This is an optimization exercise on Yosys and OpenROAD, whose aim is small area, a short achievable clock period and few clock cycles per item, not a production implementation.
Function was checked by simulation only, so behaviour that the tests miss may differ from the original.

==> onyx: inputs <==
Design cordic_iter, start of the top module:
module cordic_iter (
  input  logic        i_clk,
  input  logic        i_rst,
  input  logic        i_valid,
  output logic        o_ready,
  input  logic        i_mode,
  input  logic [23:0] i_x,
  input  logic [23:0] i_y,
  input  logic [23:0] i_theta,
  output logic        o_valid,
  input  logic        i_ready,
  output logic [23:0] o_a,
  output logic [23:0] o_b,
  output logic [23:0] o_z
);
  logic en;
  logic skid_v;
  logic rdy_q;    
  assign en = ~skid_v;
  assign o_ready = rdy_q;
  logic        v0, m0, f1_0, f2_0;
  logic [23:0] a0, b0;
  logic i_lx_o0_1;
  assign i_lx_o0_1 = i_x[1] | i_x[0];
  logic i_lx_o0_3;
  assign i_lx_o0_3 = i_x[3] | i_x[2];
  logic i_lx_o0_5;
  assign i_lx_o0_5 = i_x[5] | i_x[4];
  logic i_lx_o0_7;
  assign i_lx_o0_7 = i_x[7] | i_x[6];
  logic i_lx_o0_9;
  assign i_lx_o0_9 = i_x[9] | i_x[8];
  logic i_lx_o0_11;
  assign i_lx_o0_11 = i_x[11] | i_x[10];
  logic i_lx_o0_13;
  ...
clock: 10.0 ns
lec_check: 0
cap_margin: 20
core_margin: 2
core_utilization: 55
cts_buf_list: sky130_fd_sc_hd__clkbuf_4 sky130_fd_sc_hd__clkbuf_8
place_density: 0.68
slew_margin: 20
standard.sh (not shown) runs the stock make flow with config.mk's settings and CLKGATE_MAP_FILE= SYNTH_SCRIPT=/design/flow/synth_recipe.tcl, a recipe that flattens the netlist after the stock synthesis.
==> flow/flow/run.sh <==
#!/bin/bash
# Standard layout, with repair_timing asked to leave more setup slack than the
# 10 ns clock needs, so the achieved period comes out shorter.
set -euo pipefail
export SETUP_SLACK_MARGIN=${MARGIN:-5.95}
bash standard.sh > standard_flow.log 2>&1
==> tundra (differences from onyx) <==
--- a/flow/flow/run.sh
+++ b/flow/flow/run.sh
@@ -4,3 +4,3 @@
 set -euo pipefail
-export SETUP_SLACK_MARGIN=${MARGIN:-5.95}
+export SETUP_SLACK_MARGIN=${MARGIN:-6.4}
 bash standard.sh > standard_flow.log 2>&1
==> zinc (differences from onyx) <==
--- a/flow/flow/run.sh
+++ b/flow/flow/run.sh
@@ -4,3 +4,3 @@
 set -euo pipefail
-export SETUP_SLACK_MARGIN=${MARGIN:-5.95}
+export SETUP_SLACK_MARGIN=${MARGIN:-5.8}
 bash standard.sh > standard_flow.log 2>&1
==> run summary <==
Final Instance Area about 96000 sq um; critical-path cell list buf_12, xor2_2, ha_1, nor2b_4, o21a_1, o21a_1, o21ai_1, nand2b_1, a31oi_4, o21ai_4, o41a_1, a311oi_2, o21ba_2, fa_2, xnor2_2, xnor2_1, mux2i_1; Max Freq ~240 MHz; clock skew between 0.04 and 0.05 ns; CP top delay family compound AO/OA/AOI/OAI gates; most frequent cells in the layout 1133 x edfxtp_1, 846 x inv_1, 786 x ha_1, 632 x xnor2_1, 567 x nor2_1; Multi-input gate area ~46000 sq um; nonclk buf count roughly 420; met3 GRT Util 0.0351; WL met3 9.04 mm; met2 WL post-DR 95.0 mm; routed wire length 195 mm; Slew @ Worst Pin around 1.1 ns; R2R Setup Slk about 5.9 ns; status timing/DRC/antenna clean; Avg WL per Cell about 19 um; WP depth 17; Worst Reg-to-Reg Cells 17
the above is filed under onyx

==> run summary <==
met3 GRT Util 0.0379; met2 WL post-DR roughly 100 mm; nonclk buf count about 550; status timing/DRC/antenna clean; WL met3 a little under 10 mm; critical-path cell list clkinvlp_4, fa_1, inv_2, fa_1, fa_1, fa_1, ha_4, a21o_1, a2111oi_2, o21ai_1, o21a_1; Multi-input gate area roughly 47000 sq um; Final Instance Area around 98000 sq um; routed wire length 202 mm; CP top delay family adder cells; Worst Reg-to-Reg Cells 11
the above is filed under tundra

==> run summary <==
WP depth 8; critical-path cell list inv_1, nor2_1, nand2_1, nor3_1, a311oi_1, or4b_2, nor4_1, a21oi_1; met3 GRT Util 0.0362; clock skew between 0.04 and 0.05 ns; WL met3 8.60 mm; Avg WL per Cell around 19 um; R2R Setup Slk roughly 5.8 ns; status timing/DRC/antenna clean; nonclk buf count ~350; Worst Reg-to-Reg Cells 8; CP Capture Point z_m[12]$_DFFE_PN_; most frequent cells in the layout 1133 x edfxtp_1, 855 x inv_1, 792 x ha_1, 633 x xnor2_1, 568 x nor2_1; Slew @ Worst Pin approximately 1.1 ns; worst rel slew slack 0.280; met2 WL post-DR between 90 and 100 mm; Yosys top cell area share 0.401; setup repair bufs after CTS 32; Final Instance Area ~95000 sq um; Most Crowded Layer GR met2; routed wire length 192 mm; Multi-input gate area 45700 sq um
the above is filed under zinc

Testbench counts of onyx, summed over its fixed seeds: cycles 1,424, items 1,280.
Testbench counts of tundra, summed over its fixed seeds: cycles 1,424, items 1,280.
Testbench counts of zinc, summed over its fixed seeds: cycles 1,424, items 1,280.

## what the ideal ports hide
No port has a modelled driver above. Below, the same layouts with a new extraction and two added sets of constraints.
Step 1 sets driving cells, clkbuf_16 on the clock port and buf_2 on the other inputs (assumed; they add their load-dependent delay and slew).
Step 2 moves the port delays by t, midway between the first and last clock arrival at a register: inputs arrive t later, outputs are due t later. That takes back most of the time a late clock gives input paths.
a / b / c = no drivers / after step 1 / after step 2; a / b = the first two.
run | t, ns | slack for setup (ns) | hold WS [ns]
onyx | 1.000 | 5.886 / 5.886 / 5.071 | 0.387 / 0.387 / 0.387
tundra | 1.008 | 6.082 / 6.082 / 5.260 | 0.391 / 0.391 / 0.391
zinc | 1.003 | 5.751 / 5.751 / 4.896 | 0.388 / 0.388 / 0.388
After both steps setup and hold are still met in every run listed. For zinc, which loses most, drivers alone change the setup slack by 0.000 ns; drivers and shift together by -0.855 ns.
